From an optimization exercise on the open Yosys and OpenROAD flow, aimed at small area and a short achievable clock period; shortcuts taken in it are not production practice.
The RTL was checked by simulation tests, not by an equivalence proof against the original design.
Power figures rest on the tool's default switching activity, not on a simulated workload.

== v6 ==
// fp32_fma
module fp32_fma (
    input  logic    clk,
    input  logic    rst_n,
    input  logic    in_valid,
    input  fma_pkg::fp32_t   a,
    input  fma_pkg::fp32_t   b,
    input  fma_pkg::fp32_t   c,
    input  fma_pkg::rmode_t  rm,
    output logic    out_valid,
    output fma_pkg::fp32_t   result,
    output fma_pkg::fflags_t flags
);
Size in the first run: about 430 flip-flops, about 140 I/O pins.
==> module fma_normalize, before the edit <==
module fma_normalize (
    input  logic        clk,
    input  logic        rst_n,
    input  logic        in_valid,
    input  logic [75:0] mag,
    input  logic [9:0]  lim_hi,
    input  logic [7:0]  lim_lo,
    input  logic        sign,
    input  logic        is_sub,
    input  logic [fma_pkg::SIDE_W-1:0] side_in,
    output logic        out_valid,
    output logic [24:0] frac_q,
    output logic        subnormal_q,
    output logic        sticky_q,
    output logic        zero_q,
    output logic [7:0]  vexp_q,
    output logic        huge_q,
    output logic        e254_q,
    output logic        sign_q,
    output logic        is_sub_q,
    output logic [7:0]  side_q
);
    logic [127:0] lzin;
    logic [6:0]   lz;
    always_comb begin
        lzin = '0;
        for (int i = 0; i < 76; i++) lzin[i + 52] = mag[i] | (lim_hi[i >> 3] & lim_lo[i & 7]);
        lzin[51] = 1'b1;
    end
    logic [63:0]  v1;  logic [0:0] c1 [64];
    logic [31:0]  v2;  logic [1:0] c2 [32];
    logic [15:0]  v3;  logic [2:0] c3 [16];
    logic [7:0]   v4;  logic [3:0] c4 [8];
    logic [3:0]   v5;  logic [4:0] c5 [4];
    logic [1:0]   v6;  logic [5:0] c6 [2];
    always_comb begin
        for (int i = 0; i < 64; i++) begin
            v1[i] = lzin[2*i+1] | lzin[2*i];
            c1[i] = !lzin[2*i+1];
        end
        for (int i = 0; i < 32; i++) begin
            v2[i] = v1[2*i+1] | v1[2*i];
            c2[i] = v1[2*i+1] ? {1'b0, c1[2*i+1]} : {1'b1, c1[2*i]};
        end
        for (int i = 0; i < 16; i++) begin
            v3[i] = v2[2*i+1] | v2[2*i];
            c3[i] = v2[2*i+1] ? {1'b0, c2[2*i+1]} : {1'b1, c2[2*i]};
        end
        for (int i = 0; i < 8; i++) begin
            v4[i] = v3[2*i+1] | v3[2*i];
            c4[i] = v3[2*i+1] ? {1'b0, c3[2*i+1]} : {1'b1, c3[2*i]};
        end
        for (int i = 0; i < 4; i++) begin
            v5[i] = v4[2*i+1] | v4[2*i];
            c5[i] = v4[2*i+1] ? {1'b0, c4[2*i+1]} : {1'b1, c4[2*i]};
        end
        for (int i = 0; i < 2; i++) begin
            v6[i] = v5[2*i+1] | v5[2*i];
            c6[i] = v5[2*i+1] ? {1'b0, c5[2*i+1]} : {1'b1, c5[2*i]};
        end
        lz = v6[1] ? {1'b0, c6[1]} : {1'b1, c6[0]};
    end
    logic [127:0] tzin;
    logic [6:0]   tz;
    logic [63:0]  w1;  logic [0:0] d1 [64];
    logic [31:0]  w2;  logic [1:0] d2 [32];
    logic [15:0]  w3;  logic [2:0] d3 [16];
    logic [7:0]   w4;  logic [3:0] d4 [8];
    logic [3:0]   w5;  logic [4:0] d5 [4];
    logic [1:0]   w6;  logic [5:0] d6 [2];
    always_comb begin
        tzin = '0;
        tzin[75:0] = mag;
        tzin[76]   = 1'b1;
        for (int i = 0; i < 64; i++) begin
            w1[i] = tzin[2*i+1] | tzin[2*i];
            d1[i] = !tzin[2*i];
        end
        for (int i = 0; i < 32; i++) begin
            w2[i] = w1[2*i+1] | w1[2*i];
            d2[i] = w1[2*i] ? {1'b0, d1[2*i]} : {1'b1, d1[2*i+1]};
        end
        for (int i = 0; i < 16; i++) begin
            w3[i] = w2[2*i+1] | w2[2*i];
            d3[i] = w2[2*i] ? {1'b0, d2[2*i]} : {1'b1, d2[2*i+1]};
        end
        for (int i = 0; i < 8; i++) begin
            w4[i] = w3[2*i+1] | w3[2*i];
            d4[i] = w3[2*i] ? {1'b0, d3[2*i]} : {1'b1, d3[2*i+1]};
        end
        for (int i = 0; i < 4; i++) begin
            w5[i] = w4[2*i+1] | w4[2*i];
            d5[i] = w4[2*i] ? {1'b0, d4[2*i]} : {1'b1, d4[2*i+1]};
        end
        for (int i = 0; i < 2; i++) begin
            w6[i] = w5[2*i+1] | w5[2*i];
            d6[i] = w5[2*i] ? {1'b0, d5[2*i]} : {1'b1, d5[2*i+1]};
        end
        tz = w6[0] ? {1'b0, d6[0]} : {1'b1, d6[1]};
    end
    logic [75:0]        nrm;
    logic [9:0]         e_anchor;
    logic signed [10:0] vexp;
    logic [75:0] ns [8];
    always_comb begin
        ns[0] = mag;
        for (int k = 0; k < 7; k++) begin
            ns[k+1] = lz[6-k] ? (ns[k] << (64 >> k)) : ns[k];
        end
        nrm = ns[7];
    end
    assign e_anchor = side_in[17:8];
    assign vexp     = 11'(e_anchor) - 11'(lz);
    logic valid_q;
    always_ff @(posedge clk or negedge rst_n) begin
        if (!rst_n) valid_q <= 1'b0;
        else        valid_q <= in_valid;
    end
    assign out_valid = valid_q;
    always_ff @(posedge clk) begin
        frac_q      <= nrm[74:50];
        subnormal_q <= !nrm[75];
        sticky_q    <= (8'(tz) + 8'(lz)) < 8'd50;
        zero_q      <= tz == 7'd76;
        vexp_q      <= vexp[7:0];
        huge_q      <= vexp >= 11'sd255;
        e254_q      <= vexp == 11'sd254;
        sign_q      <= sign;
        is_sub_q    <= is_sub;
        side_q      <= side_in[7:0];
    end
endmodule
make LEC_CHECK=0 CAP_MARGIN=20 CORE_MARGIN=2 CORE_UTILIZATION=60 PLACE_DENSITY=0.72 SETUP_SLACK_MARGIN=5 SLEW_MARGIN=20 finish   # period 10.5 ns
run.sh (not shown) runs the stock make flow with config.mk's settings and CLKGATE_MAP_FILE= SYNTH_SCRIPT=/design/flow/synth_recipe.tcl, a recipe that flattens the netlist after the stock synthesis.
--- input diff v6..v7 ---
--- a/flow/design.v
+++ b/flow/design.v
@@ -1572,18 +1572,11 @@
         tz = w6[0] ? {1'b0, d6[0]} : {1'b1, d6[1]};
     end
     logic [75:0]        nrm;
     logic [9:0]         e_anchor;
     logic signed [10:0] vexp;
-    logic [75:0] ns [8];
-    always_comb begin
-        ns[0] = mag;
-        for (int k = 0; k < 7; k++) begin
-            ns[k+1] = lz[6-k] ? (ns[k] << (64 >> k)) : ns[k];
-        end
-        nrm = ns[7];
-    end
+    assign nrm      = mag << lz;
     assign e_anchor = side_in[17:8];
     assign vexp     = 11'(e_anchor) - 11'(lz);
     logic valid_q;
     always_ff @(posedge clk or negedge rst_n) begin
         if (!rst_n) valid_q <= 1'b0;
Notes after the runs:
v7 vs v6, proportion of final cell area spent on non-clock buffers went down by 0.34 points. Summary of v7 over v6: worst slew slack as a fraction of its limit increased by 8.5 points relative to the old numbers; non-clock buffer instance count of the final layout has decreased; sequential cell fraction of total power decreased 1.7 points; maximum vdd drop +about 14%; first-pass iteration count of the detailed router now sits higher. Looking at worst setup path endpoint, the result[29] result is from v7; the result[20] one comes from v6. Origin of the worst setup path: u_normalize.frac_q[17] -> v7, u_normalize.side_q[5] -> v6. The number of inserted filler cells in the final layout number comes out higher for v7 vs v6.

## static timing again, ports no longer ideal
In the flow no input, the clock included, has a driving cell. The finished layouts below were timed again as built, in two steps. Step 1 assumes that a clkbuf_16 drives the clock port and a buf_2 every other input. Step 2 times the ports against the registers' clock, not the clock port: input delays grow and output delays shrink by t, the midpoint of the rising clock arrivals with the driver on. Three values: ideal ports, drivers, drivers and shift; two values: the first two.
run | t, ns | slack for setup (ns) | hold WS [ns] | worst data-port slew with drivers (ns) | pins driven straight from the clock port
v6 | 0.675 | 4.920 / 4.853 / 5.116 | 0.323 / 0.323 / 0.323 | 0.05 | 1
v7 | 0.682 | 5.165 / 5.097 / 5.183 | 0.325 / 0.325 / 0.325 | 0.05 | 1
After both steps every run listed still meets setup and hold.
